From an optimization exercise on the open Yosys and OpenROAD flow, aimed at small area, a short achievable clock period and few clock cycles per item; shortcuts taken in it are not production practice. No functional check of the RTL was part of any run shown here.

<file path="flow/constraint.sdc">
create_clock -name core_clock -period 7.5 [get_ports {clk_i}]
set_input_delay 1.5000 -clock core_clock [delete_from_list [all_inputs] [get_ports {clk_i}]]
set_output_delay 1.5000 -clock core_clock [all_outputs]
set_load 0.01 [all_outputs]
</file>
<file path="flow/run.sh">
#!/bin/bash
# synth_recipe.tcl (not shown) runs the flow's synth.tcl, then flattens the netlist and writes it again
# the make line also repeats each setting of config.mk as NAME=value (left out here)
make -C /OpenROAD-flow-scripts/flow DESIGN_CONFIG=/design/flow/config.mk WORK_HOME=/design/flow/orfs CLKGATE_MAP_FILE= SYNTH_SCRIPT=/design/flow/synth_recipe.tcl finish
</file>
<file path="flow/config.mk">
export PLATFORM = sky130hd
export DESIGN_NAME = rgb_to_hsv_converter
export DESIGN_NICKNAME = rgb_to_hsv_converter
export VERILOG_FILES = /design/flow/design.v
export SDC_FILE = /design/flow/constraint.sdc
export NUM_CORES = 4
export LEC_CHECK = 0
export ABC_CLOCK_PERIOD_IN_PS = 4000
export CAP_MARGIN = 20
export CORE_MARGIN = 2
export CORE_UTILIZATION = 60
export SLEW_MARGIN = 20
</file>
<file path="flow/design.v">
`default_nettype none
module rgb_to_hsv_converter (
  input  wire logic        clk_i,
  input  wire logic        rst_ni,
  input  wire logic        in_valid_i,
  output logic             in_stall_o,
  input  wire logic [23:0] in_word_i,
  output logic             out_valid_o,
  input  wire logic        out_stall_i,
  output logic [30:0]      out_word_o
);
  logic adv;
  logic [7:0] x1_r;
  logic [7:0] x1_g;
  logic [7:0] x1_b;
  logic x1_ge_rg;
  logic x1_ge_rb;
  logic x1_ge_gb;
  assign x1_r = in_word_i[23:16];
  assign x1_g = in_word_i[15:8];
  assign x1_b = in_word_i[7:0];
  assign x1_ge_rg = (x1_r >= x1_g);
  assign x1_ge_rb = (x1_r >= x1_b);
  assign x1_ge_gb = (x1_g >= x1_b);
  logic x1_isr;
  logic x1_isg;
  logic x1_neg;
  logic [7:0] x1_M;
  logic [7:0] x1_mid;
  logic [7:0] x1_mn;
  assign x1_isr = x1_ge_rg & x1_ge_rb;
  assign x1_isg = ~x1_isr & x1_ge_gb;
  always_comb begin
    if (x1_isr) begin x1_M = x1_r; x1_mid = x1_ge_gb ? x1_g : x1_b; x1_neg = ~x1_ge_gb; end
    else if (x1_isg) begin x1_M = x1_g; x1_mid = x1_ge_rb ? x1_r : x1_b; x1_neg = x1_ge_rb; end
    else begin x1_M = x1_b; x1_mid = x1_ge_rg ? x1_r : x1_g; x1_neg = ~x1_ge_rg; end
    if (x1_ge_rg) x1_mn = x1_ge_gb ? x1_b : x1_g;
    else x1_mn = x1_ge_rb ? x1_b : x1_r;
  end
  logic q1_isr;
  logic q1_isg;
  logic q1_neg;
  logic [7:0] q1_M;
  logic [7:0] q1_mid;
  logic [7:0] q1_mn;
  logic q1_v;
  logic [7:0] x2_mag;
  logic [7:0] x2_D;
  logic [11:0] x2_x;
  assign x2_D = q1_M - q1_mn;
  assign x2_mag = q1_mid - q1_mn;
  assign x2_x = {x2_mag, 4'd0} - {4'd0, x2_mag};
  logic [7:0] x2_hr;
  logic [3:0] x2_hn;
  assign x2_hr = x2_x[11:4];
  assign x2_hn = x2_x[3:0];
  logic [7:0] x2_sr;
  assign x2_sr = q1_M + ~q1_mn;
  logic [7:0] x2_nd;
  assign x2_nd = q1_mn - q1_M;
  logic q2_isr;
  logic q2_isg;
  logic q2_neg;
  logic [7:0] q2_M;
  logic [7:0] q2_D;
  logic [7:0] q2_hr;
  logic [3:0] q2_hn;
  logic [7:0] q2_sr;
  logic [7:0] q2_nd;
  logic q2_v;
  logic [8:0] x3_ht;
  logic [8:0] x3_hd;
  logic [7:0] x3_hr;
  assign x3_ht = {q2_hr, q2_hn[3]};
  assign x3_hd = x3_ht - {1'b0, q2_D};
  assign x3_hr = x3_hd[8] ? x3_ht[7:0] : x3_hd[7:0];
  logic x3_hq;
  assign x3_hq = ~x3_hd[8];
  logic [8:0] x4_ht;
  logic [8:0] x4_hd;
  logic [7:0] x4_hr;
  assign x4_ht = {x3_hr, q2_hn[2]};
  assign x4_hd = x4_ht - {1'b0, q2_D};
  assign x4_hr = x4_hd[8] ? x4_ht[7:0] : x4_hd[7:0];
  logic [1:0] x4_hq;
  assign x4_hq = {x3_hq, ~x4_hd[8]};
  logic q3_isr;
  logic q3_isg;
  logic q3_neg;
  logic [7:0] q3_M;
  logic [7:0] q3_D;
  logic [7:0] q3_hr;
  logic [3:0] q3_hn;
  logic [7:0] q3_sr;
  logic [7:0] q3_nd;
  logic [1:0] q3_hq;
  logic q3_v;
  logic [8:0] x5_ht;
  logic [8:0] x5_hd;
  logic [7:0] x5_hr;
  assign x5_ht = {q3_hr, q3_hn[1]};
  assign x5_hd = x5_ht - {1'b0, q3_D};
  assign x5_hr = x5_hd[8] ? x5_ht[7:0] : x5_hd[7:0];
  logic [2:0] x5_hq;
  assign x5_hq = {q3_hq, ~x5_hd[8]};
  logic [8:0] x6_ht;
  logic [8:0] x6_hd;
  logic [7:0] x6_hr;
  assign x6_ht = {x5_hr, q3_hn[0]};
  assign x6_hd = x6_ht - {1'b0, q3_D};
  assign x6_hr = x6_hd[8] ? x6_ht[7:0] : x6_hd[7:0];
  logic [3:0] x6_hq;
  assign x6_hq = {x5_hq, ~x6_hd[8]};
  logic q4_isr;
  logic q4_isg;
  logic q4_neg;
  logic [7:0] q4_M;
  logic [7:0] q4_D;
  logic [7:0] q4_hr;
  logic [7:0] q4_sr;
  logic [7:0] q4_nd;
  logic [3:0] q4_hq;
  logic q4_v;
  logic [8:0] x7_ht;
  logic [8:0] x7_hd;
  logic [7:0] x7_hr;
  assign x7_ht = {q4_hr, 1'b0};
  assign x7_hd = x7_ht - {1'b0, q4_D};
  assign x7_hr = x7_hd[8] ? x7_ht[7:0] : x7_hd[7:0];
  logic [4:0] x7_hq;
  assign x7_hq = {q4_hq, ~x7_hd[8]};
  logic x7_sb;
  assign x7_sb = q4_nd[7];
  logic [8:0] x7_st;
  logic [8:0] x7_sd;
  logic [7:0] x7_sr;
  assign x7_st = {q4_sr, x7_sb};
  assign x7_sd = x7_st - {1'b0, q4_M};
  assign x7_sr = x7_sd[8] ? x7_st[7:0] : x7_sd[7:0];
  logic x7_sq;
  assign x7_sq = ~x7_sd[8];
  logic [8:0] x8_ht;
  logic [8:0] x8_hd;
  logic [7:0] x8_hr;
  assign x8_ht = {x7_hr, 1'b0};
  assign x8_hd = x8_ht - {1'b0, q4_D};
  assign x8_hr = x8_hd[8] ? x8_ht[7:0] : x8_hd[7:0];
  logic [5:0] x8_hq;
  assign x8_hq = {x7_hq, ~x8_hd[8]};
  logic x8_sb;
  assign x8_sb = q4_nd[6];
  logic [8:0] x8_st;
  logic [8:0] x8_sd;
  logic [7:0] x8_sr;
  assign x8_st = {x7_sr, x8_sb};
  assign x8_sd = x8_st - {1'b0, q4_M};
  assign x8_sr = x8_sd[8] ? x8_st[7:0] : x8_sd[7:0];
  logic [1:0] x8_sq;
  assign x8_sq = {x7_sq, ~x8_sd[8]};
  logic q5_isr;
  logic q5_isg;
  logic q5_neg;
  logic [7:0] q5_M;
  logic [7:0] q5_D;
  logic [7:0] q5_hr;
  logic [7:0] q5_sr;
  logic [7:0] q5_nd;
  logic [5:0] q5_hq;
  logic [1:0] q5_sq;
  logic q5_v;
  logic [8:0] x9_ht;
  logic [8:0] x9_hd;
  logic [7:0] x9_hr;
  assign x9_ht = {q5_hr, 1'b0};
  assign x9_hd = x9_ht - {1'b0, q5_D};
  assign x9_hr = x9_hd[8] ? x9_ht[7:0] : x9_hd[7:0];
  logic [6:0] x9_hq;
  assign x9_hq = {q5_hq, ~x9_hd[8]};
  logic x9_sb;
  assign x9_sb = q5_nd[5];
  logic [8:0] x9_st;
  logic [8:0] x9_sd;
  logic [7:0] x9_sr;
  assign x9_st = {q5_sr, x9_sb};
  assign x9_sd = x9_st - {1'b0, q5_M};
  assign x9_sr = x9_sd[8] ? x9_st[7:0] : x9_sd[7:0];
  logic [2:0] x9_sq;
  assign x9_sq = {q5_sq, ~x9_sd[8]};
  logic [8:0] x10_ht;
  logic [8:0] x10_hd;
  logic [7:0] x10_hr;
  assign x10_ht = {x9_hr, 1'b0};
  assign x10_hd = x10_ht - {1'b0, q5_D};
  assign x10_hr = x10_hd[8] ? x10_ht[7:0] : x10_hd[7:0];
  logic [7:0] x10_hq;
  assign x10_hq = {x9_hq, ~x10_hd[8]};
  logic x10_sb;
  assign x10_sb = q5_nd[4];
  logic [8:0] x10_st;
  logic [8:0] x10_sd;
  logic [7:0] x10_sr;
  assign x10_st = {x9_sr, x10_sb};
  assign x10_sd = x10_st - {1'b0, q5_M};
  assign x10_sr = x10_sd[8] ? x10_st[7:0] : x10_sd[7:0];
  logic [3:0] x10_sq;
  assign x10_sq = {x9_sq, ~x10_sd[8]};
  logic q6_isr;
  logic q6_isg;
  logic q6_neg;
  logic [7:0] q6_M;
  logic [7:0] q6_D;
  logic [7:0] q6_hr;
  logic [7:0] q6_sr;
  logic [7:0] q6_nd;
  logic [7:0] q6_hq;
  logic [3:0] q6_sq;
  logic q6_v;
  logic [8:0] x11_ht;
  logic [8:0] x11_hd;
  logic [7:0] x11_hr;
  assign x11_ht = {q6_hr, 1'b0};
  assign x11_hd = x11_ht - {1'b0, q6_D};
  assign x11_hr = x11_hd[8] ? x11_ht[7:0] : x11_hd[7:0];
  logic [8:0] x11_hq;
  assign x11_hq = {q6_hq, ~x11_hd[8]};
  logic x11_sb;
  assign x11_sb = q6_nd[3];
  logic [8:0] x11_st;
  logic [8:0] x11_sd;
  logic [7:0] x11_sr;
  assign x11_st = {q6_sr, x11_sb};
  assign x11_sd = x11_st - {1'b0, q6_M};
  assign x11_sr = x11_sd[8] ? x11_st[7:0] : x11_sd[7:0];
  logic [4:0] x11_sq;
  assign x11_sq = {q6_sq, ~x11_sd[8]};
  logic [8:0] x12_ht;
  logic [8:0] x12_hd;
  logic [7:0] x12_hr;
  assign x12_ht = {x11_hr, 1'b0};
  assign x12_hd = x12_ht - {1'b0, q6_D};
  assign x12_hr = x12_hd[8] ? x12_ht[7:0] : x12_hd[7:0];
  logic [9:0] x12_hq;
  assign x12_hq = {x11_hq, ~x12_hd[8]};
  logic x12_sb;
  assign x12_sb = q6_nd[2];
  logic [8:0] x12_st;
  logic [8:0] x12_sd;
  logic [7:0] x12_sr;
  assign x12_st = {x11_sr, x12_sb};
  assign x12_sd = x12_st - {1'b0, q6_M};
  assign x12_sr = x12_sd[8] ? x12_st[7:0] : x12_sd[7:0];
  logic [5:0] x12_sq;
  assign x12_sq = {x11_sq, ~x12_sd[8]};
  logic q7_isr;
  logic q7_isg;
  logic q7_neg;
  logic [7:0] q7_M;
  logic [7:0] q7_D;
  logic [7:0] q7_hr;
  logic [7:0] q7_sr;
  logic [7:0] q7_nd;
  logic [9:0] q7_hq;
  logic [5:0] q7_sq;
  logic q7_v;
  logic [8:0] x13_ht;
  logic [8:0] x13_hd;
  logic [7:0] x13_hr;
  assign x13_ht = {q7_hr, 1'b0};
  assign x13_hd = x13_ht - {1'b0, q7_D};
  assign x13_hr = x13_hd[8] ? x13_ht[7:0] : x13_hd[7:0];
  logic [10:0] x13_hq;
  assign x13_hq = {q7_hq, ~x13_hd[8]};
  logic x13_sb;
  assign x13_sb = q7_nd[1];
  logic [8:0] x13_st;
  logic [8:0] x13_sd;
  logic [7:0] x13_sr;
  assign x13_st = {q7_sr, x13_sb};
  assign x13_sd = x13_st - {1'b0, q7_M};
  assign x13_sr = x13_sd[8] ? x13_st[7:0] : x13_sd[7:0];
  logic [6:0] x13_sq;
  assign x13_sq = {q7_sq, ~x13_sd[8]};
  logic [8:0] x14_ht;
  logic [8:0] x14_hd;
  logic [7:0] x14_hr;
  assign x14_ht = {x13_hr, 1'b0};
  assign x14_hd = x14_ht - {1'b0, q7_D};
  assign x14_hr = x14_hd[8] ? x14_ht[7:0] : x14_hd[7:0];
  logic [11:0] x14_hq;
  assign x14_hq = {x13_hq, ~x14_hd[8]};
  logic x14_sb;
  assign x14_sb = q7_nd[0];
  logic [8:0] x14_st;
  logic [8:0] x14_sd;
  logic [7:0] x14_sr;
  assign x14_st = {x13_sr, x14_sb};
  assign x14_sd = x14_st - {1'b0, q7_M};
  assign x14_sr = x14_sd[8] ? x14_st[7:0] : x14_sd[7:0];
  logic [7:0] x14_sq;
  assign x14_sq = {x13_sq, ~x14_sd[8]};
  logic x14_grey;
  assign x14_grey = (q7_D == 8'd0);
  logic q8_isr;
  logic q8_isg;
  logic q8_neg;
  logic [7:0] q8_M;
  logic [11:0] q8_hq;
  logic [7:0] q8_sq;
  logic q8_grey;
  logic q8_v;
  logic [14:0] x15_base;
  logic [14:0] x15_off;
  logic [14:0] x15_hue;
  always_comb begin
    if (q8_isr) x15_base = q8_neg ? 15'd23040 : 15'd0;
    else if (q8_isg) x15_base = 15'd7680;
    else x15_base = 15'd15360;
  end
  assign x15_off = q8_neg ? -{3'd0, q8_hq} : {3'd0, q8_hq};
  assign x15_hue = x15_base + x15_off;
  logic [30:0] x15_word;
  assign x15_word = q8_grey ? {23'd0, q8_M} : {x15_hue, q8_sq, q8_M};
  assign adv        = ~(out_valid_o & out_stall_i);
  assign in_stall_o = ~adv;
  always_ff @(posedge clk_i or negedge rst_ni) begin
    if (!rst_ni) begin
      q1_v <= 1'b0;
      q2_v <= 1'b0;
      q3_v <= 1'b0;
      q4_v <= 1'b0;
      q5_v <= 1'b0;
      q6_v <= 1'b0;
      q7_v <= 1'b0;
      q8_v <= 1'b0;
    end else if (adv) begin
      q1_v <= in_valid_i;
      q2_v <= q1_v;
      q3_v <= q2_v;
      q4_v <= q3_v;
      q5_v <= q4_v;
      q6_v <= q5_v;
      q7_v <= q6_v;
      q8_v <= q7_v;
    end
  end
  always_ff @(posedge clk_i) begin
    if (adv) begin
      q1_isr <= x1_isr;
      q1_isg <= x1_isg;
      q1_neg <= x1_neg;
      q1_M <= x1_M;
      q1_mid <= x1_mid;
      q1_mn <= x1_mn;
      q2_isr <= q1_isr;
      q2_isg <= q1_isg;
      q2_neg <= q1_neg;
      q2_M <= q1_M;
      q2_D <= x2_D;
      q2_hr <= x2_hr;
      q2_hn <= x2_hn;
      q2_sr <= x2_sr;
      q2_nd <= x2_nd;
      q3_isr <= q2_isr;
      q3_isg <= q2_isg;
      q3_neg <= q2_neg;
      q3_M <= q2_M;
      q3_D <= q2_D;
      q3_hr <= x4_hr;
      q3_hn <= q2_hn;
      q3_sr <= q2_sr;
      q3_nd <= q2_nd;
      q3_hq <= x4_hq;
      q4_isr <= q3_isr;
      q4_isg <= q3_isg;
      q4_neg <= q3_neg;
      q4_M <= q3_M;
      q4_D <= q3_D;
      q4_hr <= x6_hr;
      q4_sr <= q3_sr;
      q4_nd <= q3_nd;
      q4_hq <= x6_hq;
      q5_isr <= q4_isr;
      q5_isg <= q4_isg;
      q5_neg <= q4_neg;
      q5_M <= q4_M;
      q5_D <= q4_D;
      q5_hr <= x8_hr;
      q5_sr <= x8_sr;
      q5_nd <= q4_nd;
      q5_hq <= x8_hq;
      q5_sq <= x8_sq;
      q6_isr <= q5_isr;
      q6_isg <= q5_isg;
      q6_neg <= q5_neg;
      q6_M <= q5_M;
      q6_D <= q5_D;
      q6_hr <= x10_hr;
      q6_sr <= x10_sr;
      q6_nd <= q5_nd;
      q6_hq <= x10_hq;
      q6_sq <= x10_sq;
      q7_isr <= q6_isr;
      q7_isg <= q6_isg;
      q7_neg <= q6_neg;
      q7_M <= q6_M;
      q7_D <= q6_D;
      q7_hr <= x12_hr;
      q7_sr <= x12_sr;
      q7_nd <= q6_nd;
      q7_hq <= x12_hq;
      q7_sq <= x12_sq;
      q8_isr <= q7_isr;
      q8_isg <= q7_isg;
      q8_neg <= q7_neg;
      q8_M <= q7_M;
      q8_hq <= x14_hq;
      q8_sq <= x14_sq;
      q8_grey <= x14_grey;
    end
  end
  assign out_valid_o = q8_v;
  assign out_word_o  = x15_word;
endmodule
`default_nettype wire
</file>
==> results_dict.tcl, run 1 <==
set metrics [dict create \
    critPathKind "register to register" \
    rsz0062_at_grt "no" \
    top_layer "met4" \
    num_io_pins 61 \
    cts_resized 0 \
    area_delta_synth_final_pct 10.9 \
    cts-root-buf "clkbuf_16" \
    synth.top_cell.area_share_pct 46.9 \
    nets 2290 \
    clk_latency_ps 540 \
    top_register "q8_hq" \
    period_minus_slack_ps 5510 \
    drive_gt1_share_pct 8.07 \
    rows 70 \
    synth_fp_nets 2210 \
    slew_viol_final 0 \
    synthMuxAreaShare_pct 4.07 \
    startpoint "q5_nd[5]$_DFFE_PN_" \
    maxSlewHeadroom_pct 34.2 \
    max_stage_delay_ps 670 \
    synth_top_family_by_area "compound AO/OA/AOI/OAI gates" \
    clkSinkCount 355 \
    dp_hpwl_microns 31900 \
    antennaDiodeCount 0 \
    holdCritStartpoint "q2_neg$_DFFE_PN_" \
    crit_required_ps 7780 \
    ys_seq_area_share_pct 47.8 \
    synth_compound_area_share_pct 14.8 \
    synthFlopType "edfxtp_1" \
    grt_pass1_vias 14975 \
    drv_cap 0 \
    crit_path_max_fanout 11 \
    remaining_drc_errors 0 \
    grt_max_degree 204 \
    hold_class "register to register" \
    path_cells "inv_1 > ha_1 > inv_1 > fa_1 > a211oi_1 > o21ai_0 > a31oi_1 > xor2_1 > o21ai_0 > fa_1 > a211oi_1 > o21ai_0 > a31oi_1 > o21ai_0 > nor3b_2 > nor2_2 > mux2_2" \
    cts_tree "done" \
    status "timing/DRC/antenna clean" \
    wl_per_cell_microns 16.6 \
    cp_common_cell "o21ai_0" \
    synth-edff-count 347 \
    place.gp.congestion 0.890 \
    cts_htree_levels 2 \
    wl_met1_microns 18100 \
    dieArea_sq_um 38600 \
    reg_top3 "q8_hq (12), q7_hq (10)" \
    synth_cell_types 84 \
    drt-pass1-iter-count 5 \
    start_util_pct 60.8 \
    fp.coreArea_sq_um 36500 \
    dr_wl_met3_microns 1430 \
    setup_viol 0 \
    routed_via_density 5.82 \
    dieHeight_microns 196 \
    crit_family "compound AO/OA/AOI/OAI gates" \
    drt-initial-drc-count 778 \
    max_freq_mhz 181 \
    startpoint_type "register" \
    worst-endpoint-arrival_ps 5800 \
    yosysTopAreaCell "edfxtp_1" \
    synth_area_per_cell_sq_um 11.3 \
    clock_skew_ps 17.7 \
    async_flop_share_pct 2.25 \
    io_buffers 60 \
    clk_pin_slew_worst_paths_ps 60 \
    syn_inst 1958 \
    synthTopCellsByArea "edfxtp_1 (47%), ha_1 (12%), xnor2_1 (4.1%)" \
    route.met2.wl_microns 21300 \
    cpMaxStageDelayCell "xor2_1" \
    antenna_found_initial 0 \
    reg2reg_from "q5_nd[5]$_DFFE_PN_" \
    ant_nets 0 \
    tightest_slew_ps 987 \
    grtUsageTotal_pct 22.4 \
    tns_ps 0 \
    vias 14764 \
    largest_reg_flops 12 \
    cts_setup_buffers 0 \
    hold_viol_final 0 \
    grt_pass1_wl_microns 70800 \
    mappedNetlistArea_sq_um 22200 \
    hold_buffers 0 \
    yosysWarnings 1 \
    synth_seq_cells 355 \
    wirelength_microns 42200 \
    cts_buffer_depth 3 \
    synth-simple-area-share_pct 9.58 \
    grt-ovfl-total 0 \
    cp_num_buf_inv 2 \
    crit_path_end_kind "register" \
    synthXorXnorAreaFrac_pct 6.78 \
    cts_buffers 39 \
    period_share_pct 73.5 \
    synthAdderAreaFrac_pct 13.3 \
    die_w_microns 196 \
]
## worst register-to-register path, stage by stage, from the launching register on
cell	delay (ps)
edfxtp_1	390
inv_1	110
ha_1	190
inv_1	60
fa_1	430
a211oi_1	370
o21ai_0	150
a31oi_1	280
xor2_1	670
o21ai_0	300
fa_1	510
a211oi_1	290
o21ai_0	150
a31oi_1	320
o21ai_0	120
nor3b_2	220
nor2_2	320
mux2_2	380
## area by class of cell
cell class                 count  area [sq um]
clock inverter                30           288
tap                          468           586
timing repair buffer          66           658
inverter                     189           709
fill                        2833         11900
clock buffer                  42           987
multi-input combinational   1387         10800
sequential                   355         10600
## routing by layer
metal | vias up | track usage, %
li1 | 7403 | -
met1 | 7005 | 27.3
met2 | 263 | 40.7
met3 | 93 | 2.87
met4 | 0 | 8.42
met5 | - | 0
## worst paths after layout
path                                 endpoint  slack [ps]  cells after the start
setup / recovery           q6_sr[5]$_DFFE_PN_        1990                     17
hold / removal               q3_neg$_DFFE_PN_         400                      0
setup reg to reg           q6_sr[5]$_DFFE_PN_        1990                     17
hold reg to reg              q3_neg$_DFFE_PN_         400                      0
max in group asynchronous    q5_v$_DFFE_PN0N_        5970                      1
min in group asynchronous    q1_v$_DFFE_PN0N_        1260                      1
## cell usage after synthesis (10+ instances only)
| library cell | number |
|---|---|
| edfxtp_1 | 347 |
| ha_1 | 205 |
| inv_1 | 187 |
| o21ai_0 | 128 |
| nor2_1 | 112 |
| xnor2_1 | 105 |
| a21oi_1 | 99 |
| nand2_1 | 98 |
| mux2_2 | 53 |
| xor2_1 | 53 |
| nor2b_1 | 46 |
| nor3_1 | 40 |
| nand2b_1 | 36 |
| o21a_1 | 36 |
| a21o_1 | 29 |
| mux2i_1 | 27 |
| clkbuf_1 | 21 |
| fa_1 | 19 |
| a211oi_1 | 18 |
| a31oi_1 | 18 |
| o211ai_1 | 18 |
| o21bai_1 | 15 |
| o31ai_1 | 15 |
| a221o_1 | 12 |
| and3_1 | 12 |
| o22ai_1 | 12 |
| a21boi_0 | 11 |
| nand3_1 | 11 |
| o31a_1 | 10 |
## through the flow
stage	hold slack (ps)	setup slack, ps	util, %	cell area (sq um)	instances
after floorplan	400	1770	-	22200	1958
after global placement	402	2230	63.9	23300	2465
after detailed placement	405	2110	63.9	23300	2465
after CTS	402	2010	67.4	24600	2537
after global routing	421	1520	67.4	24600	2537
final	402	1990	67.4	24600	2537
## kinds of logic after synthesis
logic type | after synthesis
flops | 355
fa+ha+maj | 224
mux | 83
buf+inv | 216
xor+xnor | 165
simple gates | 422
compound gates | 493
## placed cells by master (no fill, tap or decap), drive strengths merged, types with 9 or more instances in the layout
cell and count:
o21a 36, or4 9, a21o 29, o31ai 15, nand2 98, o31a 10
fa 19, nor2 116, o211ai 19, or3 9, nand2b 36, and3 12
mux2i 28, xnor2 108, a31oi 20, o22ai 12, ha 205, nor2b 46
o21bai 15, o221a 9, and2 10, nor3 42, clkinv 15, o21ai 132
clkbuf 42, a221o 12, inv 195, nand3 11, clkdlybuf4s50 60, mux2 55
a211oi 21, or2 9, edfxtp 347, a21boi 11, a21oi 100, xor2 56
==> run 2, diff against run 1 <==
--- a/flow/config.mk
+++ b/flow/config.mk
@@ -9,4 +9,5 @@
 export CAP_MARGIN = 20
 export CORE_MARGIN = 2
 export CORE_UTILIZATION = 60
+export SETUP_SLACK_MARGIN = 3.3
 export SLEW_MARGIN = 20
==> results_dict.tcl, run 2 <==
set metrics [dict create \
    tightest_slew_ps 855 \
    top_register "q8_hq" \
    cts_buffers 38 \
    dieArea_sq_um 38600 \
    antenna_found_initial 0 \
    cp_num_buf_inv 3 \
    hold_viol_final 0 \
    synthFlopType "edfxtp_1" \
    cts_tree "done" \
    dpl-instance-area_sq_um 23500 \
    reg2reg_slack_ps 3160 \
    yosysWarnings 1 \
    maxSlewHeadroom_pct 43.0 \
    remaining_drc_errors 0 \
    period_share_pct 61.2 \
    startpoint_type "register" \
    crit_path_max_fanout 5 \
    fp.coreArea_sq_um 36500 \
    dieHeight_microns 196 \
    crit_required_ps 6000 \
    num-fill-cells 2340 \
    drv_cap 0 \
    final_cells 2703 \
    startpoint "q8_hq[1]$_DFFE_PN_" \
    design_area_sq_um 27700 \
    rsz0062_at_grt "yes" \
    reg2reg_from "q5_nd[5]$_DFFE_PN_" \
    setup_viol 0 \
    antennaDiodeCount 0 \
    die_w_microns 196 \
    cp.depth 13 \
    cts-root-buf "clkbuf_16" \
    hold_buffers 0 \
    drt-initial-drc-count 891 \
    endpoint "out_word_o[30]" \
    clock_skew_ps 17.6 \
    critPathKind "register to output pin" \
    largest_reg_flops 12 \
    yosysTopAreaCell "edfxtp_1" \
    syn_inst 1958 \
    synthTopCellsByArea "edfxtp_1 (47%), ha_1 (12%), xnor2_1 (4.1%)" \
    grt_max_degree 164 \
    area_delta_synth_final_pct 25.0 \
    ys_seq_area_share_pct 47.8 \
    synthTopCellsByCount "edfxtp_1 (347), ha_1 (205), inv_1 (187)" \
    clk_pin_slew_worst_paths_ps 60 \
    synth_seq_cells 355 \
    vias 15990 \
    cpMaxStageDelayCell "edfxtp_1" \
    nets 2459 \
    reg_top3 "q8_hq (12), q7_hq (10)" \
    drt-pass1-iter-count 5 \
    routed_via_density 5.92 \
    dp_hpwl_microns 32300 \
    wirelength_microns 49400 \
    synth_fp_nets 2210 \
    max_freq_mhz 218 \
    hold_class "register to register" \
    clkSinkCount 355 \
    worst-endpoint-arrival_ps 3090 \
    mappedNetlistArea_sq_um 22200 \
    synth.top_cell.area_share_pct 46.9 \
    start_util_pct 60.8 \
    ant_nets 0 \
    grtUsageTotal_pct 24.1 \
    reg2regPathDepth 20 \
    yosysMostFrequentCell "edfxtp_1" \
    layout.cells.most_common "edfxtp_1" \
    grt_pass1_wl_microns 75500 \
    tns_ps 0 \
    crit_family "compound AO/OA/AOI/OAI gates" \
    path_cells "inv_1 > ha_2 > nand3b_1 > o41ai_2 > xnor2_1 > ha_1 > a21o_1 > a21oi_2 > inv_2 > and3_4 > a211oi_2 > nor3_1 > buf_2" \
    io_buffers 60 \
    drive_gt1_share_pct 24.3 \
    period_minus_slack_ps 4590 \
    grt_use_met3_pct 3.03 \
    crit_path_end_kind "output pin" \
    grt-ovfl-total 0 \
    layout_common_cells "edfxtp_1 (347), inv_1 (169), ha_1 (163), buf_4 (142), nor2_1 (107)" \
    grt_use_met1_pct 28.4 \
    status "timing/DRC/antenna clean" \
    grt_pass1_vias 15742 \
    use_met2_pct 45.2 \
    synth-edff-count 347 \
    crit-reg2reg-capture "q6_sr[7]$_DFFE_PN_" \
    slew_viol_final 0 \
    grt-busiest-layer "met2" \
    synth_area_per_cell_sq_um 11.3 \
    synth_cell_types 84 \
    clk_latency_ps 540 \
    rows 70 \
    async_flop_share_pct 2.25 \
    num_io_pins 61 \
    place.gp.congestion 0.892 \
    wl_per_cell_microns 18.3 \
    placed_cells 2465 \
    cts_buffer_depth 3 \
    cts_htree_levels 2 \
    max_stage_delay_ps 470 \
]
==> run 2: stage by stage <==
stage	worst slack, ps	util (%)	hold slack, ps
final	2910	76.0	412
after global routing	2750	76.0	420
after CTS	2790	72.0	414
after detailed placement	2160	64.3	405
after global placement	2400	64.3	401
after floorplan	2890	-	400
==> run 2: worst reg2reg max path, delay by kind of cell, from the launching register on <==
kind,cells,cell delay [ps]
AO/OA/AOI/OAI,7,1280
XOR/XNOR,1,230
adder cells (fa/ha/maj),3,790
buffers and inverters,4,440
flip-flops,1,410
multiplexers,1,330
AND/OR/NAND/NOR,4,610
==> run 2: logic make-up (layout without fill, tap and decap cells) <==
group / Yosys count / after routing / synth area share [%]
compound gates: 493 / 493 / 14.8
xor+xnor: 165 / 166 / 6.78
fa+ha+maj: 224 / 224 / 13.3
buf+inv: 216 / 490 / 3.70
flops: 355 / 355 / 47.8
mux: 83 / 83 / 4.07
simple gates: 422 / 424 / 9.58
==> run 2: area by class of cell <==
class	count	area, sq um	share of cell area, %
clock buffers	47	1070	3.85
clock inverters	21	263	0.947
inverters	189	717	2.58
multi-input cells	1390	12400	44.8
flip-flops and latches	355	10600	38.3
well taps	468	586	2.11
repair buffers	233	2050	7.39
==> run 2: repair_timing <==
item / in CTS / in global routing
buffers inserted: 98 / 68
cloned: 2 / 2
setup endpoints to repair: 95 / 90
resized for setup: 173 / 176
pin swaps: 79 / 104
==> run 2: metal layers <==
metal	vias up	share of wire [%]
li1	7730	-
met1	7733	40
met2	397	53
met3	130	3.6
met4	0	3.5
met5	-	0
==> run 2: worst min-delay path by stage <==
stage | cells after the start | endpoint | startpoint | slack, ps
2_1_floorplan | 0 | q2_isg$_DFFE_PN_ | q1_isg$_DFFE_PN_ | 400
3_3_place_gp | 0 | q7_isg$_DFFE_PN_ | q6_isg$_DFFE_PN_ | 400
3_5_place_dp | 0 | q3_M[2]$_DFFE_PN_ | q2_M[2]$_DFFE_PN_ | 400
4_1_cts | 0 | q8_neg$_DFFE_PN_ | q7_neg$_DFFE_PN_ | 410
5_1_grt | 0 | q5_isr$_DFFE_PN_ | q4_isr$_DFFE_PN_ | 420
6_report | 0 | q3_sr[3]$_DFFE_PN_ | q2_sr[3]$_DFFE_PN_ | 410

==> afterwards: timing with drivers on the ports <==
In the flow no input, the clock included, has a driving cell. The finished layouts below were timed again as built, in two steps.
Step 1: set_driving_cell puts a clkbuf_16 on clk_i and a buf_2 on each other input, an assumption about the parent block.
Step 2 moves the port delays by t, midway between the first and last clock arrival at a register: inputs arrive t later, outputs are due t later. That takes back most of the time a late clock gives input paths.
Three values: ideal ports, drivers, drivers and shift; two values: the first two.
| run | t (ns) | slack for setup (ns) | worst setup path after step 2 | clock arrival spread, ns | worst slew at a driven data input, ns |
|---|---|---|---|---|---|
| run 1 | 0.582 | 1.985 / 1.985 / 1.985 | register to register | 0.019 / 0.020 | 0.03 |
| run 2 | 0.588 | 2.910 / 2.850 / 3.021 | input to register | 0.018 / 0.018 | 0.04 |
After both steps setup and hold are still met in every run listed.
